Background: an optimization exercise with open tools, aiming at small area. Do not read the settings as production practice.
The RTL was checked by simulation tests, not by an equivalence proof against the original design.
Power and IR drop assume default switching activity.

==> module miner_dispatch, before the edit <==
module miner_dispatch (
    input  wire logic         clk,
    input  wire logic         rst_n,
    input  wire logic [7:0]   rx_data,
    input  wire logic         rx_valid,
    output      logic         rx_ready,
    output      logic [255:0] midstate,
    output      logic [95:0]  data2,
    output      logic         start_mining,
    input  wire logic         miner_busy,
    input  wire logic         got_ticket,
    input  wire logic [31:0]  golden_nonce,
    output      logic [7:0]   tx_data,
    output      logic         tx_valid,
    input  wire logic         tx_ready,
    output      logic         dispatch_busy,
    output      logic         err_arm
);
    logic [351:0] r_frame_n;
    logic [351:0] r_job_n;
    logic         r_nvld;
    logic [5:0]   r_cnt;
    logic         r_pend;
    logic         r_park;
    logic         r_load, r_nload, r_wait, r_run, r_drain;
    logic [3:0]   r_tmr;
    logic [23:0]  r_res;       
    logic [7:0]   w_next_byte;
    logic         w_acc, w_nacc, w_c43, w_fire, w_last, w_ticket, w_pend_go;
    logic         w_hold_last, w_arm_last, w_drain_last;
    logic         n_load, n_start, n_wait, n_run, n_drain, n_txv, n_stay, n_err;
    assign w_acc  = rx_valid & rx_ready;
    assign w_nacc = ~rx_valid | r_park;
    assign w_c43  = r_cnt[5] & r_cnt[3] & r_cnt[1] & r_cnt[0];
    assign w_fire = tx_valid & tx_ready;
    assign w_last = r_tmr[1] & r_tmr[0];
    assign w_hold_last  = r_tmr[1] & r_tmr[0];
    assign w_arm_last   = &r_tmr;
    assign w_drain_last = r_tmr[2] & r_tmr[0];
    assign w_ticket  = (r_run | r_drain) & got_ticket;
    assign w_pend_go = (r_run | r_drain) & ~got_ticket & r_pend;
    assign n_load  = (~dispatch_busy & r_pend) | w_pend_go;
    assign n_start = r_load | (start_mining & ~w_hold_last);
    assign n_wait  = (start_mining & w_hold_last) | (r_wait & ~miner_busy & ~w_arm_last);
    assign n_err   = r_wait & ~miner_busy & w_arm_last;
    assign n_run   = (r_wait & miner_busy) | (r_run & ~got_ticket & ~r_pend & miner_busy);
    assign n_drain = (r_run & ~got_ticket & ~r_pend & ~miner_busy) |
                     (r_drain & ~got_ticket & ~r_pend & ~w_drain_last);
    assign n_txv   = w_ticket | (tx_valid & ~(tx_ready & w_last));
    assign w_next_byte = ({8{~r_tmr[1] & ~r_tmr[0]}} & r_res[7:0]) |
                         ({8{~r_tmr[1] &  r_tmr[0]}} & r_res[15:8]) |
                         ({8{ r_tmr[1] & ~r_tmr[0]}} & r_res[23:16]);
    assign n_stay  = (start_mining & n_start) | (r_wait & n_wait) | (r_drain & n_drain);
    assign {data2, midstate} = ~(r_job_n | {352{r_nvld}});
    always_ff @(posedge clk) begin
        r_frame_n <= ({352{w_acc}} & {~rx_data, r_frame_n[351:8]}) | ({352{w_nacc}} & r_frame_n);
        r_job_n   <= ({352{r_load}} & r_frame_n) | ({352{r_nload}} & r_job_n);
        if (n_stay || (w_fire && !w_last)) r_tmr <= r_tmr + 4'd1;
        else if (!(tx_valid && !tx_ready)) r_tmr <= 4'd0;
        if (w_ticket) r_res <= golden_nonce[31:8];
    end
    always_ff @(posedge clk or negedge rst_n) begin
        if (!rst_n) begin
            r_cnt         <= 6'd0;
            r_pend        <= 1'b0;
            r_park        <= 1'b0;
            rx_ready      <= 1'b1;
            r_load        <= 1'b0;
            r_nload       <= 1'b1;
            start_mining  <= 1'b0;
            r_wait        <= 1'b0;
            r_run         <= 1'b0;
            r_drain       <= 1'b0;
            tx_valid      <= 1'b0;
            dispatch_busy <= 1'b0;
            err_arm       <= 1'b0;
            tx_data       <= 8'd0;
            r_nvld        <= 1'b1;
        end else begin
            if (w_acc) r_cnt <= w_c43 ? 6'd0 : r_cnt + 6'd1;
            r_pend   <= (r_pend & ~r_load) | (w_acc & w_c43);
            r_park   <= (r_park & ~r_load) | (r_pend & ~r_load & w_acc & w_c43);
            rx_ready <= ~((r_park & ~r_load) | (r_pend & ~r_load & w_acc & w_c43));
            r_load        <= n_load;
            r_nload       <= ~n_load;
            start_mining  <= n_start;
            r_wait        <= n_wait;
            r_run         <= n_run;
            r_drain       <= n_drain;
            tx_valid      <= n_txv;
            err_arm       <= n_err;
            dispatch_busy <= n_load | n_start | n_wait | n_run | n_drain | n_txv;
            if (r_load) r_nvld <= 1'b0;
            if (w_ticket)                tx_data <= golden_nonce[7:0];
            else if (w_fire && !w_last)  tx_data <= w_next_byte;
        end
    end
endmodule
clock: 10.0 ns
lec_check: 0
cap_margin: 20
core_margin: 2
core_utilization: 65
place_density: 0.75
slew_margin: 20
standard.sh (not shown) runs the stock make flow with config.mk's settings and CLKGATE_MAP_FILE= SYNTH_SCRIPT=/design/flow/synth_recipe.tcl, a recipe that flattens the netlist after the stock synthesis.
==> flow/flow/run.sh <==
#!/bin/bash
# Standard ORFS layout (standard.sh, unchanged synthesis), with two changes:
#  - port buffers are buf_1 instead of the resizer's default pick;
#  - CTS uses clkbuf_8, clusters of up to 20 sinks within 50 um, and no dummy loads.
set -euo pipefail
bash standard.sh \
  "BUFFER_PORTS_ARGS=-buffer_cell sky130_fd_sc_hd__buf_1" \
  "CTS_ARGS=-sink_clustering_enable -repair_clock_nets -dont_use_dummy_load -sink_clustering_size 20 -sink_clustering_max_diameter 50 -buf_list sky130_fd_sc_hd__clkbuf_8" \
  finish > standard_flow.log 2>&1
Change:
--- a/flow/design.v
+++ b/flow/design.v
@@ -16,26 +16,24 @@
     input  wire logic         tx_ready,
     output      logic         dispatch_busy,
     output      logic         err_arm
 );
-    logic [351:0] r_frame_n;
-    logic [351:0] r_job_n;
-    logic         r_nvld;
+    logic [351:0] r_frame;
     logic [5:0]   r_cnt;
     logic         r_pend;
     logic         r_park;
     logic         r_load, r_nload, r_wait, r_run, r_drain;
     logic [3:0]   r_tmr;
     logic [23:0]  r_res;       
-    logic [7:0]   w_next_byte;
+    logic [1:0]   r_idx;
     logic         w_acc, w_nacc, w_c43, w_fire, w_last, w_ticket, w_pend_go;
     logic         w_hold_last, w_arm_last, w_drain_last;
     logic         n_load, n_start, n_wait, n_run, n_drain, n_txv, n_stay, n_err;
     assign w_acc  = rx_valid & rx_ready;
     assign w_nacc = ~rx_valid | r_park;
     assign w_c43  = r_cnt[5] & r_cnt[3] & r_cnt[1] & r_cnt[0];
     assign w_fire = tx_valid & tx_ready;
-    assign w_last = r_tmr[1] & r_tmr[0];
+    assign w_last = (r_idx == 2'd3);
     assign w_hold_last  = r_tmr[1] & r_tmr[0];
     assign w_arm_last   = &r_tmr;
     assign w_drain_last = r_tmr[2] & r_tmr[0];
     assign w_ticket  = (r_run | r_drain) & got_ticket;
@@ -47,19 +45,19 @@
     assign n_run   = (r_wait & miner_busy) | (r_run & ~got_ticket & ~r_pend & miner_busy);
     assign n_drain = (r_run & ~got_ticket & ~r_pend & ~miner_busy) |
                      (r_drain & ~got_ticket & ~r_pend & ~w_drain_last);
     assign n_txv   = w_ticket | (tx_valid & ~(tx_ready & w_last));
-    assign w_next_byte = ({8{~r_tmr[1] & ~r_tmr[0]}} & r_res[7:0]) |
-                         ({8{~r_tmr[1] &  r_tmr[0]}} & r_res[15:8]) |
-                         ({8{ r_tmr[1] & ~r_tmr[0]}} & r_res[23:16]);
     assign n_stay  = (start_mining & n_start) | (r_wait & n_wait) | (r_drain & n_drain);
-    assign {data2, midstate} = ~(r_job_n | {352{r_nvld}});
     always_ff @(posedge clk) begin
-        r_frame_n <= ({352{w_acc}} & {~rx_data, r_frame_n[351:8]}) | ({352{w_nacc}} & r_frame_n);
-        r_job_n   <= ({352{r_load}} & r_frame_n) | ({352{r_nload}} & r_job_n);
-        if (n_stay || (w_fire && !w_last)) r_tmr <= r_tmr + 4'd1;
-        else if (!(tx_valid && !tx_ready)) r_tmr <= 4'd0;
-        if (w_ticket) r_res <= golden_nonce[31:8];
+        r_frame <= ({352{w_acc}} & {rx_data, r_frame[351:8]}) | ({352{w_nacc}} & r_frame);
+        r_tmr   <= n_stay ? r_tmr + 4'd1 : 4'd0;
+        if (w_ticket) begin
+            r_res <= golden_nonce[31:8];
+            r_idx <= 2'd0;
+        end else if (w_fire) begin
+            r_res[15:0] <= r_res[23:8];
+            r_idx       <= r_idx + 2'd1;
+        end
     end
     always_ff @(posedge clk or negedge rst_n) begin
         if (!rst_n) begin
             r_cnt         <= 6'd0;
@@ -75,9 +73,10 @@
             tx_valid      <= 1'b0;
             dispatch_busy <= 1'b0;
             err_arm       <= 1'b0;
             tx_data       <= 8'd0;
-            r_nvld        <= 1'b1;
+            midstate      <= '0;
+            data2         <= '0;
         end else begin
             if (w_acc) r_cnt <= w_c43 ? 6'd0 : r_cnt + 6'd1;
             r_pend   <= (r_pend & ~r_load) | (w_acc & w_c43);
             r_park   <= (r_park & ~r_load) | (r_pend & ~r_load & w_acc & w_c43);
@@ -90,11 +89,11 @@
             r_drain       <= n_drain;
             tx_valid      <= n_txv;
             err_arm       <= n_err;
             dispatch_busy <= n_load | n_start | n_wait | n_run | n_drain | n_txv;
-            if (r_load) r_nvld <= 1'b0;
+            {data2, midstate} <= ({352{r_load}} & r_frame) | ({352{r_nload}} & {data2, midstate});
             if (w_ticket)                tx_data <= golden_nonce[7:0];
-            else if (w_fire && !w_last)  tx_data <= w_next_byte;
+            else if (w_fire && !w_last)  tx_data <= r_res[7:0];
         end
     end
 endmodule
 `default_nettype wire
Outcome:
- The changed run completed without violations
- total power goes down by 2.6%
- global-route usage came out lower by 0.43 points
- routed wire length decreases by 1.4%
- via count goes down by 7.8%
- cell area rises by 1.9%
- critical path depth increases by 2
- combinational power falls by 16%
- synthesized area goes up by 1.4%
- synthesized cell count is lower by 17%
- utilization rose by 0.85 points
- register-to-register slack is about the same
- clock-buffer cell count goes down by 2

-- static timing again, ports no longer ideal --
Ports are ideal in the flow. The routed layouts listed here were re-timed in OpenROAD. Step 1: set_driving_cell puts a clkbuf_16 on clk and a buf_2 on each other input, an assumption about the parent block. Step 2 also shifts input and output timing later by t, the mid clock arrival at the registers, as if the neighbouring blocks saw the same clock. Three values: ideal, step 1, step 2; two values: the first two.
run | t, ns | slack for setup (ns) | worst setup path at the end | clock arrival spread, ns
the first run | 0.686 | 4.981 / 4.928 / 5.615 | register to output | 0.077 / 0.077
the second run | 0.699 | 6.112 / 6.113 / 5.414 | input to register | 0.070 / 0.070
After both steps setup and hold are still met in every run listed. For the second run, which loses most, drivers alone change the setup slack by +0.001 ns; drivers and shift together by -0.698 ns.
